Source: an optimization exercise on an open RTL-to-GDS flow (aim: small area, a short achievable clock period and few clock cycles per item). Production flows keep margins and buffers that such runs may drop.
At most, simulation tests tie the RTL to the original design; equivalence was not proved.

==> module rmvs_back, before the edit <==
module rmvs_back (
  input  wire logic                clk,
  input  wire logic                adv,
  input  wire logic [3:0]          ph,
  input  wire logic [15:0]         n_in,
  input  wire logic signed [31:0]  sum_in,
  input  wire logic signed [15:0]  lo_in,
  input  wire logic signed [15:0]  hi_in,
  input  wire logic                ovf_in,
  input  wire logic [31:0]         d_hi,
  input  wire logic [31:0]         dlo_in,
  input  wire logic [31:0]         den_in,
  output logic [15:0]              sample_count,
  output logic signed [31:0]       total,
  output logic signed [15:0]       smallest,
  output logic signed [15:0]       largest,
  output logic signed [23:0]       mean_q8,
  output logic [38:0]              variance_q8,
  output logic [23:0]              std_dev_q8,
  output logic                     has_data,
  output logic                     variance_valid,
  output logic                     count_saturated
);
  logic       d1v;      
  logic       d2v;      
  logic [7:0] wsel;     
  always_ff @(posedge clk) begin
    if (adv) begin
      d1v  <= 1'b1;
      d2v  <= 1'b1;
      wsel <= 8'd1;
    end else begin
      d1v  <= (ph <= 4'd6);
      d2v  <= (ph <= 4'd4);
      wsel <= {wsel[6:0], 1'b0};
    end
  end
  logic [31:0]        rem1;
  logic [38:0]        qd1;      
  logic [31:0]        rem1_nx;
  logic [2:0]         q1;
  rmvs_div3 #(.W(32)) u_div1 (
    .r_in  (rem1),
    .b_in  (qd1[38:36]),
    .d     (den_in),
    .r_out (rem1_nx),
    .q     (q1)
  );
  always_ff @(posedge clk) begin
    if (adv) begin
      rem1 <= {d_hi[30:0], dlo_in[31]};       
      qd1  <= {dlo_in[30:0], 8'h00};          
    end else if (d1v) begin
      rem1 <= rem1_nx;
      qd1  <= {qd1[35:0], q1};
    end
  end
  logic [31:0] den2;
  logic [31:0] rem2;
  logic [38:0] qd2;
  logic [31:0] rem2_nx;
  logic [1:0]  q2;
  always_comb begin
    logic [31:0] r;
    r = rem2;
    for (int i = 0; i < 2; i++) begin
      logic [32:0] t;
      logic        b;
      t = {r, qd2[38-i]};
      b = (t >= {1'b0, den2});
      r = b ? 32'(t - {1'b0, den2}) : t[31:0];
      q2[1-i] = b;
    end
    rem2_nx = r;
  end
  always_ff @(posedge clk) begin
    if (adv) begin
      sample_count    <= n_in;
      total           <= sum_in;
      smallest        <= lo_in;
      largest         <= hi_in;
      count_saturated <= ovf_in;
      den2            <= den_in;
      qd2             <= {qd1[35:0], q1};
    end else if (d2v) begin
      qd2  <= {qd2[36:0], q2};
    end
  end
  always_ff @(posedge clk) begin
    rem2 <= adv ? rem1_nx : rem2_nx;
  end
  assign has_data       = (sample_count != '0);
  assign variance_valid = (sample_count[15:1] != '0);
  assign variance_q8    = qd2;
  logic [31:0] amag1;
  logic [15:0] ndiv;
  logic [15:0] mrem;
  logic [23:0] mq;
  logic [15:0] mrem_nx;
  logic [2:0]  mqb;
  assign amag1 = sum_in[31] ? 32'(-sum_in) : 32'(sum_in);
  assign ndiv  = {sample_count[15:1], sample_count[0] | (sample_count == '0)};
  rmvs_div3 #(.W(16)) u_mdiv (
    .r_in  (mrem),
    .b_in  (mq[23:21]),
    .d     (ndiv),
    .r_out (mrem_nx),
    .q     (mqb)
  );
  always_ff @(posedge clk) begin
    mrem <= adv ? amag1[31:16] : mrem_nx;
    if (adv) begin
      mq   <= {amag1[15:0], 8'h00};
    end else if (wsel != '0) begin
      mq   <= {mq[20:0], mqb};
    end
  end
  assign mean_q8 = total[31] ? 24'(-mq) : mq;
  logic [23:0] root;
  logic [24:0] srem;
  logic [5:0]  win;
  logic [23:0] sroot [4];
  logic [24:0] sr    [4];
  always_comb begin
    win = {6{wsel[6]}} & {qd2[3:0], 2'b00};
    for (int c = 0; c < 6; c++) begin
      win = win | ({6{wsel[c]}} & qd2[27-4*c -: 6]);
    end
  end
  always_comb begin
    sroot[0] = root;
    sr[0]    = srem;
    for (int i = 0; i < 3; i++) begin
      logic [26:0] a;
      logic [26:0] t;
      logic [27:0] G, P;
      logic        b;
      a = {sr[i], win[5-2*i -: 2]};
      t = {1'b0, sroot[i], 2'b01};
      G[0] = 1'b1;
      P[0] = 1'b0;
      for (int j = 0; j < 27; j++) begin
        G[j+1] = a[j] & ~t[j];
        P[j+1] = a[j] ^ ~t[j];
      end
      for (int lv = 0; lv < 5; lv++) begin
        logic [27:0] Gn, Pn;
        Gn = G;
        Pn = P;
        for (int j = 0; j < 28; j++) begin
          if ((j >> lv) & 1) begin
            Gn[j] = G[j] | (P[j] & G[((j >> lv) << lv) - 1]);
            Pn[j] = P[j] & P[((j >> lv) << lv) - 1];
          end
        end
        G = Gn;
        P = Pn;
      end
      b = G[27];
      for (int j = 0; j < 25; j++) sr[i+1][j] = a[j] ^ (b & ~(t[j] ^ G[j]));
      sroot[i+1] = {sroot[i][22:0], b};
    end
  end
  always_ff @(posedge clk) begin
    srem <= adv ? '0 : sr[3];
    if (adv) begin
      root <= '0;
    end else if (wsel != '0) begin
      root <= sroot[3];
    end
  end
  assign std_dev_q8 = root;
endmodule
clock: 9.5 ns
lec_check: 0
abc_area: 1
cap_margin: 20
core_margin: 2
core_utilization: 40
setup_slack_margin: 2.2
slew_margin: 20
run.sh (not shown) runs the stock make flow with config.mk's settings and CLKGATE_MAP_FILE= SYNTH_SCRIPT=/design/flow/synth_recipe.tcl, a recipe that flattens the netlist after the stock synthesis.
Edit:
--- a/flow/design.v
+++ b/flow/design.v
@@ -823,31 +823,11 @@
     for (int i = 0; i < 3; i++) begin
       logic [26:0] a;
       logic [26:0] t;
-      logic [27:0] G, P;
       logic        b;
       a = {sr[i], win[5-2*i -: 2]};
       t = {1'b0, sroot[i], 2'b01};
-      G[0] = 1'b1;
-      P[0] = 1'b0;
-      for (int j = 0; j < 27; j++) begin
-        G[j+1] = a[j] & ~t[j];
-        P[j+1] = a[j] ^ ~t[j];
-      end
-      for (int lv = 0; lv < 5; lv++) begin
-        logic [27:0] Gn, Pn;
-        Gn = G;
-        Pn = P;
-        for (int j = 0; j < 28; j++) begin
-          if ((j >> lv) & 1) begin
-            Gn[j] = G[j] | (P[j] & G[((j >> lv) << lv) - 1]);
-            Pn[j] = P[j] & P[((j >> lv) << lv) - 1];
-          end
-        end
-        G = Gn;
-        P = Pn;
-      end
-      b = G[27];
-      for (int j = 0; j < 25; j++) sr[i+1][j] = a[j] ^ (b & ~(t[j] ^ G[j]));
+      b = (a >= t);
+      sr[i+1]    = b ? 25'(a - t) : a[24:0];
       sroot[i+1] = {sroot[i][22:0], b};
     end
   end
The changed run went through all stages and came out clean; register-to-register slack is better by 870 ps; global-route usage came out higher by 2.0 points; worst hold slack is worse by 3.2 ps; first-iteration DRC count is higher by 8.9%.
Testbench counts after the change, summed over its fixed seeds: cycles 43,352, items 4,800.
The RTL of the first run of this note was laid out without a check of its function.

========
running_mean_variance_stats_top, a different RTL version from the one above (not shown whole).
Size: ~190 I/O pins, roughly 61000 sq um of cells after synthesis.
==> flow/config.mk <==
export PLATFORM = sky130hd
export DESIGN_NAME = running_mean_variance_stats_top
export DESIGN_NICKNAME = running_mean_variance_stats_top
export VERILOG_FILES = /design/flow/design.v
export SDC_FILE = /design/flow/constraint.sdc
export NUM_CORES = 4
export LEC_CHECK = 0
export CAP_MARGIN = 20
export CORE_MARGIN = 2
export CORE_UTILIZATION = 40
export SLEW_MARGIN = 20
==> flow/constraint.sdc <==
create_clock -name core_clock -period 9.5 [get_ports {clk}]
set_input_delay 1.9000 -clock core_clock [delete_from_list [all_inputs] [get_ports {clk}]]
set_output_delay 1.9000 -clock core_clock [all_outputs]
set_load 0.01 [all_outputs]
Then changed:
--- a/flow/design.v
+++ b/flow/design.v
@@ -1132,29 +1132,33 @@
       acc_shift <= (ph == 4'd1 || ph == 4'd3);
       base_acc  <= (ph >= 4'd1 && ph <= 4'd5);
     end
   end
   logic [17:0] ma;
   logic [16:0] mb;
   logic [17:0] ma_nx;
   logic [16:0] mb_nx;
   logic [36:0] msum;
+  logic [17:0] ma_sel;
+  logic        ma_neg;
   always_comb begin
+    ma_neg = 1'b0;
     case (ph)
-      4'd0: begin ma_nx = {2'b0, n};                         mb_nx = {1'b0, msum[15:0]};    end
-      4'd1: begin ma_nx = 18'(-{2'b0, sum[15:0]});           mb_nx = {1'b0, sum[15:0]};     end
-      4'd2: begin ma_nx = {2'b0, n};                         mb_nx = {1'b0, s2[31:16]};     end
-      4'd3: begin ma_nx = 18'(-{sum[31], sum[31:16], 1'b0}); mb_nx = {1'b0, sum[15:0]};     end
-      4'd4: begin ma_nx = {2'b0, n};                         mb_nx = {1'b0, s2[47:32]};     end
-      4'd5: begin ma_nx = 18'(-{{2{sum[31]}}, sum[31:16]});  mb_nx = {sum[31], sum[31:16]}; end
-      4'd6: begin ma_nx = {2'b0, n};                         mb_nx = {1'b0, n - 1'b1};      end
-      default: begin ma_nx = '0;                             mb_nx = '0;                    end
+      4'd0: begin ma_sel = {2'b0, n};                       mb_nx = {1'b0, msum[15:0]};    end
+      4'd1: begin ma_sel = {2'b0, sum[15:0]};               mb_nx = {1'b0, sum[15:0]};     ma_neg = 1'b1; end
+      4'd2: begin ma_sel = {2'b0, n};                       mb_nx = {1'b0, s2[31:16]};     end
+      4'd3: begin ma_sel = {sum[31], sum[31:16], 1'b0};     mb_nx = {1'b0, sum[15:0]};     ma_neg = 1'b1; end
+      4'd4: begin ma_sel = {2'b0, n};                       mb_nx = {1'b0, s2[47:32]};     end
+      4'd5: begin ma_sel = {{2{sum[31]}}, sum[31:16]};      mb_nx = {sum[31], sum[31:16]}; ma_neg = 1'b1; end
+      4'd6: begin ma_sel = {2'b0, n};                       mb_nx = {1'b0, n - 1'b1};      end
+      default: begin ma_sel = '0;                           mb_nx = '0;                    end
     endcase
+    ma_nx = ma_neg ? 18'(-ma_sel) : ma_sel;
     if (adv) begin
       ma_nx = add ? {{2{sample[15]}}, sample} : '0;
       mb_nx = {sample[15], sample};
     end
   end
   always_ff @(posedge clk) begin
     ma <= ma_nx;
     mb <= mb_nx;
   end
@@ -1222,56 +1226,57 @@
   output logic signed [15:0]       largest,
   output logic signed [23:0]       mean_q8,
   output logic [38:0]              variance_q8,
   output logic [23:0]              std_dev_q8,
   output logic                     has_data,
   output logic                     variance_valid,
   output logic                     count_saturated
 );
   logic       d1v;      
+  logic       d1last;   
   logic       d2v;      
   logic [7:0] wsel;     
   always_ff @(posedge clk) begin
     if (adv) begin
       d1v  <= 1'b1;
+      d1last <= 1'b0;
       d2v  <= 1'b1;
       wsel <= 8'd1;
     end else begin
       d1v  <= (ph <= 4'd6);
+      d1last <= (ph == 4'd6);
       d2v  <= (ph <= 4'd3);
       wsel <= {wsel[6:0], 1'b0};
     end
   end
   logic [15:0]        n1;
   logic signed [31:0] sum1;
   logic signed [15:0] lo1;
   logic signed [15:0] hi1;
   logic               ovf1;
-  logic [31:0]        den1;
   logic [31:0]        rem1;
   logic [38:0]        qd1;      
   logic [31:0]        rem1_nx;
   logic [2:0]         q1;
   rmvs_div3 #(.W(32)) u_div1 (
     .r_in  (rem1),
     .b_in  (qd1[38:36]),
-    .d     (den1),
+    .d     (den_in),
     .r_out (rem1_nx),
     .q     (q1)
   );
   always_ff @(posedge clk) begin
     if (adv) begin
       n1   <= n_in;
       sum1 <= sum_in;
       lo1  <= lo_in;
       hi1  <= hi_in;
       ovf1 <= ovf_in;
-      den1 <= den_in;
       rem1 <= {d_hi[30:0], dlo_in[31]};       
       qd1  <= {dlo_in[30:0], 8'h00};          
     end else if (d1v) begin
       rem1 <= rem1_nx;
       qd1  <= {qd1[35:0], q1};
     end
   end
   logic [31:0] den2;
   logic [31:0] rem2;
@@ -1280,25 +1285,27 @@
   logic [2:0]  q2;
   rmvs_div3 #(.W(32)) u_div2 (
     .r_in  (rem2),
     .b_in  (qd2[38:36]),
     .d     (den2),
     .r_out (rem2_nx),
     .q     (q2)
   );
   always_ff @(posedge clk) begin
+    if (d1last) den2 <= den_in;
+  end
+  always_ff @(posedge clk) begin
     if (adv) begin
       sample_count    <= n1;
       total           <= sum1;
       smallest        <= lo1;
       largest         <= hi1;
       count_saturated <= ovf1;
-      den2            <= den1;
       rem2            <= rem1;
       qd2             <= qd1;
     end else if (d2v) begin
       rem2 <= rem2_nx;
       qd2  <= {qd2[35:0], q2};
     end
   end
   assign has_data       = (sample_count != '0);
   assign variance_valid = (sample_count[15:1] != '0);
Outcome:
- critical path depth is lower by 4
- cell area is lower by 4.2%
- maximum frequency is higher by 2.6%
- synthesized area is lower by 1.8%
- clock-buffer cell count is higher by 8
- die area is lower by 1.7%
- final cell count is lower by 3.3%
- global-route usage barely changes
- routed wire length is lower by 1.7%
- via count is lower by 2.4%
- flip-flop and latch count is lower by 32
Testbench counts after the change, summed over its fixed seeds: cycles 43,352, items 4,800.
No functional check of the RTL was part of the first run of this note.

re-timing with driven ports:
No port has a modelled driver above. Below, the same layouts with a new extraction and two added sets of constraints. Step 1 sets driving cells, clkbuf_16 on the clock port and buf_2 on the other inputs (assumed; they add their load-dependent delay and slew). Step 2 times the ports against the registers' clock, not the clock port: input delays grow and output delays shrink by t, the midpoint of the rising clock arrivals with the driver on. a / b / c = no drivers / after step 1 / after step 2; a / b = the first two.
| run | shift t [ns] | setup WS [ns] | latest minus earliest clock arrival (ns) | slew at the worst register clock pin (ns) |
|---|---|---|---|---|
| the first run of note 1 | 0.759 | 1.477 / 1.477 / 1.477 | 0.056 / 0.056 | 0.07 / 0.07 |
| the second run of note 1 | 0.768 | 2.349 / 2.349 / 2.349 | 0.073 / 0.073 | 0.07 / 0.07 |
| the first run of note 2 | 0.792 | 0.175 / 0.175 / 0.175 | 0.103 / 0.103 | 0.07 / 0.07 |
| the second run of note 2 | 0.790 | 0.415 / 0.415 / 0.415 | 0.082 / 0.082 | 0.07 / 0.07 |
After both steps every run listed still meets setup and hold.
